What follows belongs to an exercise in optimizing a design on an open flow for small area and a short achievable clock period; a production flow would make more cautious choices. Function was checked by simulation only, so behaviour that the tests miss may differ from the original. Power figures rest on the tool's default switching activity, not on a simulated workload.

`design.v`:
```
module perf_monitor #(
  parameter int          NCORES     = 4,
  parameter int          CNT_W      = 64,
  parameter int          FIFO_DEPTH = 16,
  parameter bit          FINI_ALL   = 1'b1,
  parameter logic [31:0] FINI_CODE  = 32'h0002_0000,
  parameter int          TIMEOUT    = 50000,
  localparam int         CW = (NCORES > 1) ? $clog2(NCORES) : 1
) (
  input  logic                 clk_i,
  input  logic                 rst_i,
  input  logic [NCORES-1:0]    exma_v_i,
  input  logic [NCORES-1:0]    stall_i,
  input  logic [NCORES-1:0]    stall_imem_i,
  input  logic [NCORES-1:0]    ctrl_tsfr_i,
  input  logic [NCORES-1:0]    br_misp_i,
  input  logic [NCORES-1:0]    dbus_wv_i,
  input  logic [32*NCORES-1:0] dbus_addr_i,
  input  logic [32*NCORES-1:0] dbus_wdata_i,
  input  logic                 rd_en_i,
  input  logic [CW-1:0]        rd_core_i,
  input  logic [1:0]           rd_ctr_i,
  input  logic                 wr_en_i,
  input  logic [CW-1:0]        wr_core_i,
  input  logic [1:0]           wr_ctr_i,
  input  logic [CNT_W-1:0]     wr_data_i,
  output logic [CNT_W-1:0]     rd_data_o,
  output logic                 rd_vld_o,
  output logic                 char_vld_o,
  output logic [7:0]           char_o,
  output logic [CW-1:0]        char_core_o,
  input  logic                 char_rdy_i,
  output logic [NCORES-1:0]    done_o,
  output logic                 fini_o,
  output logic                 timeout_o,
  output logic                 overflow_o
);
  localparam int AW = $clog2(FIFO_DEPTH);
  localparam int EW = CW + 8;
  logic [CNT_W-1:0] mcycle;
  logic [CNT_W-1:0] minstret [NCORES];
  logic [CNT_W-1:0] br_pred  [NCORES];
  logic [CNT_W-1:0] br_misp  [NCORES];
  logic [NCORES-1:0] slot_v;
  logic [7:0]        slot_d [NCORES];
  logic [CW-1:0]     rr_ptr;
  logic [EW-1:0] mem [FIFO_DEPTH];
  logic [AW:0]   wp;
  logic [AW:0]   rp;
  logic [NCORES-1:0] cnt_en;
  logic [NCORES-1:0] mmio;
  logic [NCORES-1:0] fin_w;
  logic [NCORES-1:0] chr_w;
  logic [NCORES-1:0] drain;
  logic              win_v;
  logic [CW-1:0]     win;
  logic              full;
  logic              empty;
  logic              push;
  logic              pop;
  logic              fini_c;
  logic [CNT_W-1:0]  rd_sel;
  logic              addr_unused;
  assign addr_unused = ^dbus_addr_i;
  function automatic logic [CW-1:0] rr_idx(
    input logic [CW-1:0] base,
    input int            off
  );
    int s;
    s = base + off;
    if (s >= NCORES) s = s - NCORES;
    rr_idx = s[CW-1:0];
  endfunction
  always_comb begin
    cnt_en = '0;
    mmio   = '0;
    fin_w  = '0;
    chr_w  = '0;
    for (int c = 0; c < NCORES; c++) begin
      cnt_en[c] = !fini_o && !done_o[c] && !stall_imem_i[c];
      mmio[c]   = dbus_wv_i[c] && dbus_addr_i[32*c+31]
                  && !done_o[c] && !fini_o;
      fin_w[c]  = mmio[c]
                  && (dbus_wdata_i[32*c +: 32] == FINI_CODE);
      chr_w[c]  = mmio[c] && !fin_w[c];
    end
  end
  always_comb begin
    win_v = 1'b0;
    win   = '0;
    for (int i = 0; i < NCORES; i++) begin
      if (!win_v && slot_v[rr_idx(rr_ptr, i)]) begin
        win_v = 1'b1;
        win   = rr_idx(rr_ptr, i);
      end
    end
  end
  assign empty = (wp == rp);
  assign full  = (wp[AW] != rp[AW])
                 && (wp[AW-1:0] == rp[AW-1:0]);
  assign pop   = !empty && char_rdy_i;
  assign push  = win_v && (!full || pop);
  always_comb begin
    drain = '0;
    if (push) drain[win] = 1'b1;
  end
  assign char_vld_o = !empty;
  assign {char_core_o, char_o} = empty ? '0 : mem[rp[AW-1:0]];
  assign fini_c = FINI_ALL ? (&done_o) : (|done_o);
  always_ff @(posedge clk_i) begin
    if (rst_i) begin
      mcycle    <= '0;
      timeout_o <= 1'b0;
      fini_o    <= 1'b0;
      done_o    <= '0;
      for (int c = 0; c < NCORES; c++) begin
        minstret[c] <= '0;
        br_pred[c]  <= '0;
        br_misp[c]  <= '0;
      end
    end else begin
      if (wr_en_i && wr_ctr_i == 2'd0)
        mcycle <= wr_data_i;
      else if (!fini_o) mcycle <= mcycle + 1'b1;
      if (TIMEOUT != 0 && mcycle == TIMEOUT - 1)
        timeout_o <= 1'b1;
      fini_o <= fini_o | fini_c;
      done_o <= done_o | fin_w;
      for (int c = 0; c < NCORES; c++) begin
        if (wr_en_i && wr_core_i == c && wr_ctr_i == 2'd1)
          minstret[c] <= wr_data_i;
        else if (cnt_en[c] && exma_v_i[c] && !stall_i[c])
          minstret[c] <= minstret[c] + 1'b1;
        if (wr_en_i && wr_core_i == c && wr_ctr_i == 2'd2)
          br_pred[c] <= wr_data_i;
        else if (cnt_en[c] && exma_v_i[c] && ctrl_tsfr_i[c])
          br_pred[c] <= br_pred[c] + 1'b1;
        if (wr_en_i && wr_core_i == c && wr_ctr_i == 2'd3)
          br_misp[c] <= wr_data_i;
        else if (cnt_en[c] && exma_v_i[c] && ctrl_tsfr_i[c] && br_misp_i[c])
          br_misp[c] <= br_misp[c] + 1'b1;
      end
    end
  end
  always_ff @(posedge clk_i) begin
    if (rst_i) begin
      slot_v     <= '0;
      rr_ptr     <= '0;
      overflow_o <= 1'b0;
      for (int c = 0; c < NCORES; c++) slot_d[c] <= '0;
    end else begin
      if (push)
        rr_ptr <= (win == NCORES - 1) ? '0 : win + 1'b1;
      for (int c = 0; c < NCORES; c++) begin
        if (chr_w[c] && (!slot_v[c] || drain[c])) begin
          slot_v[c] <= 1'b1;
          slot_d[c] <= dbus_wdata_i[32*c +: 8];
        end else begin
          if (drain[c]) slot_v[c] <= 1'b0;
          if (chr_w[c]) overflow_o <= 1'b1;
        end
      end
    end
  end
  always_ff @(posedge clk_i) begin
    if (push) mem[wp[AW-1:0]] <= {win, slot_d[win]};
  end
  always_ff @(posedge clk_i) begin
    if (rst_i) begin
      wp <= '0;
      rp <= '0;
    end else begin
      if (push) wp <= wp + 1'b1;
      if (pop)  rp <= rp + 1'b1;
    end
  end
  always_comb begin
    rd_sel = '0;
    if (rd_core_i < NCORES) begin
      case (rd_ctr_i)
        2'd0:    rd_sel = mcycle;
        2'd1:    rd_sel = minstret[rd_core_i];
        2'd2:    rd_sel = br_pred[rd_core_i];
        default: rd_sel = br_misp[rd_core_i];
      endcase
    end
  end
  always_ff @(posedge clk_i) begin
    if (rst_i) begin
      rd_vld_o  <= 1'b0;
      rd_data_o <= '0;
    end else begin
      rd_vld_o <= rd_en_i;
      if (rd_en_i) rd_data_o <= rd_sel;
    end
  end
endmodule
```
`run.sh`:
```
#!/bin/bash
# synth_recipe.tcl (not shown) runs the flow's synth.tcl, then flattens the netlist and writes it again
# the make line also repeats each setting of config.mk as NAME=value (left out here)
make -C /OpenROAD-flow-scripts/flow DESIGN_CONFIG=/design/flow/config.mk WORK_HOME=/design/flow/orfs CLKGATE_MAP_FILE= SYNTH_SCRIPT=/design/flow/synth_recipe.tcl finish
```
`config.mk`:
```
export PLATFORM = sky130hd
export DESIGN_NAME = perf_monitor
export DESIGN_NICKNAME = perf_monitor
export VERILOG_FILES = /design/flow/design.v
export SDC_FILE = /design/flow/constraint.sdc
export NUM_CORES = 4
export LEC_CHECK = 0
export CAP_MARGIN = 20
export CORE_MARGIN = 2
export CORE_UTILIZATION = 40
export SLEW_MARGIN = 20
```
`constraint.sdc`:
```
create_clock -name core_clock -period 4.0 [get_ports {clk_i}]
set_input_delay 0.8000 -clock core_clock [delete_from_list [all_inputs] [get_ports {clk_i}]]
set_output_delay 0.8000 -clock core_clock [all_outputs]
set_load 0.01 [all_outputs]
```
==> results.txt <==
==> where the power goes <==
part           internal [mW]  switching (mW)
clock                   7.31            5.09
sequential              11.7           0.403
combinational           1.43            1.89
total                   20.5            7.38
==> worst max-delay path by stage <==
stage                               start             end  slack [ns]  cells after the start
after detailed placement  stall_imem_i[1]  br_misp[1][52]        0.03                      9
final                                flop       char_o[6]        0.13                      5
after global routing                wp[2]       char_o[6]        0.02                      6
after global placement    stall_imem_i[1]  br_misp[1][52]        0.06                      9
after floorplan                 rr_ptr[1]    slot_d[3][7]        0.78                      8
after CTS                            flop  char_core_o[0]        0.02                      6
==> metrics by stage <==
step / hold WS (ns) / setup slack, ns / cells
2_1_floorplan: 0.459 / 0.783 / 7086
3_3_place_gp: 0.468 / 0.0584 / 9238
3_5_place_dp: 0.467 / 0.0251 / 9238
4_1_cts: 0.433 / 0.0207 / 9478
5_1_grt: 0.479 / 0.0236 / 9485
6_report: 0.476 / 0.129 / 9488
==> flip-flops by register name, indices dropped and copies added (netlist names), 2 cells and up, named ones only <==
register   flops
br_misp      256
br_pred      256
minstret     256
mem          160
mcycle        64
rd_data_o     64
slot_d        32
rp             5
wp             5
done_o         4
slot_v         4
rr_ptr         2
==> cells in the final DEF (no fill, tap or decap), types with 17 or more instances in the layout <==
master           count
edfxtp_1           160
and3_1             140
nor3_1             211
nor2b_1             34
xor2_1             361
clkbuf_8            23
nand3_1            361
clkbuf_1            40
nand2_1            372
a311oi_1            99
or4_1               28
a31oi_1             18
and4_1              86
xnor2_1            369
o22ai_1             32
a21boi_0            17
dfxtp_1            953
and2_1              49
mux2i_1            114
a211oi_1           699
mux4_2             242
ha_1                23
or3_1               90
nor2_1            1072
buf_12              31
nor4_1             163
a22oi_1             44
a21oi_1             49
nand4_1            306
clkbuf_16          141
clkdlybuf4s50_1    306
o21ai_0            134
buf_4              273
inv_1              122
clkinv_2            18
==> final cells by class <==
| type | count | area share |
|---|---|---|
| clock buffer | 203 | 0.0534 |
| timing repair buffer | 618 | 0.0786 |
| antenna | 9 | 0.000303 |
| tap | 2072 | 0.0349 |
| clock inverter | 37 | 0.00560 |
| inverter | 123 | 0.00621 |
| multi-input combinational | 5310 | 0.499 |
| sequential | 1116 | 0.322 |
==> worst max-delay path, delay by kind of cell (launching register included) <==
| kind | cells | cell delay [ns] |
|---|---|---|
| buffers and inverters | 2 | 1.06 |
| AO/OA/AOI/OAI | 1 | 0.42 |
| flip-flops | 1 | 0.31 |
| multiplexers | 2 | 0.47 |
==> metal layers <==
layer  part of all wire  GRT usage
met1               0.41      0.403
met2               0.44      0.467
met3              0.087     0.0536
met4              0.056      0.158
met5            0.00027          0
==> kinds of logic after synthesis <==
logic type | count (synthesis) | share of synthesized area
AOI/OAI and AO/OA | 1163 | 0.133
muxes | 363 | 0.105
xor gates and xnor gates | 730 | 0.101
buffers and inverters | 660 | 0.0395
DFF | 1116 | 0.378
adders and majority gates | 23 | 0.00454
and+or+nand+nor | 3031 | 0.239
==> what timing repair did <==
item                       CTS  global route
gates resized for setup      0             4
hold buffers                 0             0
setup endpoints to repair    0             8
==> results.txt <==
Max-Cap Viols 0; hold path depth 2; Worst Tran Pin Value 1.23 ns; Pwr Total 27.8 mW; RSZ-0062 raised after global routing false; achievable clock frequency 0.258 GHz; clock skew 0.0292 ns; hold crit path type flop to flop; area grow syn2layout 17.4%; TritonCTS clock tree yes; drt total wl 251000 µm; LEAKAGE 23.7 nW; area leader, netlist dfxtp_1; vias in the first global route 55100; Finished Core Util 0.471; GR Overflow Total 0; Tot GR Track Use 0.302; DR WL/cell 26.5 µm; Post-CTS Repair Setup Buffers 0; pwr dens 374 nW/µm²; Post-synth EDFFs 160; fin. max-slew vios 0; Avg Inst Size Synth 8.94 µm²; final setup TNS 0 ns; Critical Path Source Type flop; hold path endpoint rd_data_o[38]; CP max stage delay 0.61 ns; Worst EP arrival 3.07 ns; flop-to-flop setup slack 0.75 ns; worst skew pair latency 0.80 ns; maximum VDD drop 0.000439 V; cell area after synthesis 63300 µm²; port buffer count 315; Starting Density 0.401; worst-path cell chain buf_4 -> mux4_2 -> mux2i_1 -> a211oi_1 -> clkdlybuf4s50_1; register area share after synthesis 0.378; outcome no timing/DRC/antenna violations; clock sink count 1116; # rows 146; Synth area leaders dfxtp_1 30%, mux4_2 8.6%, a211oi_1 8.3%; # nets final 7685; fill cell count 14900; drt pass-1 iters 6; die height 402 µm; top-count cell post-synth nor2_1; endpoints failing hold 0; Root Driver clkbuf_16; vias per inst 6.18; min Tclk post-route 3.87 ns; max_slew headroom 0.176; register area 23900 µm²; I/O Pins 440; Core ar. 158000 µm²; share of cells above drive strength 1 0.112; Synth Flop Type dfxtp_1; Synth cell types 76; fin crit share 0.968; initial antenna violation count 27; worst r2r src fini_o; DRC 0; #FFs+latches synth 1116; H-tree levels 4; CP Capture Type output port; chip width 402 µm; Syn Nets 7466; Post-synth ARST share 0; CTS Buf Count 136; largest net degree at the start of global routing 155; Hold Path Origin rd_data_o[38]; Critical R2R Capture br_pred[2][38]; Worst EP required 3.20 ns; post-DP HPWL 189000 µm; Final setup viols 0; slowest CP cell clkdlybuf4s50_1; area of the multi-input gates 37100 µm²; die area 162000 µm²; WS Path Type flop to output port; DR iter-0 viols 6627; wire length of the first global-routing pass 366000 µm; Clock Tree Buf Depth 3; placed cell area 69900 µm²; Synth top area share 0.302; YS warnings 5; Mapped Cells 7086; final RePlAce weighted congestion 1.01; clock slew at reported path FFs 0.06 ns; cell count of the worst reg-to-reg path 9; commonest cells in the netlist 1073 x nor2_1, 956 x dfxtp_1, 702 x a211oi_1, 479 x clkbuf_1, 381 x nand2_1; DRT antenna net count 0; via count 58600; crit path max fanout 40; design area 74400 µm²

==> afterwards: timing with drivers on the ports <==
The results above use ideal ports. As a check the final layout listed here was re-extracted and re-timed, cells and wires unchanged. Step 1, drivers: a clkbuf_16 drives clk_i and a buf_2 each remaining input, both assumed. Step 2, shift: input delay + t, output delay - t, t = (earliest + latest rising clock arrival at the registers) / 2. This alone moves slack from input paths to output paths. Three values: no drivers, after step 1, after step 2; two values: the first two.
shift t [ns]: 0.879
slack for setup (ns): 0.129 / 0.035 / -0.071
worst setup path at the end: input to register
clock arrival spread, ns: 0.036 / 0.035
cell pins on the clock port's net: 1
Met with ideal ports but missed after step 2: setup timing in this run. The setup slack of this run moves by -0.094 ns with the drivers and by -0.200 ns with both steps.
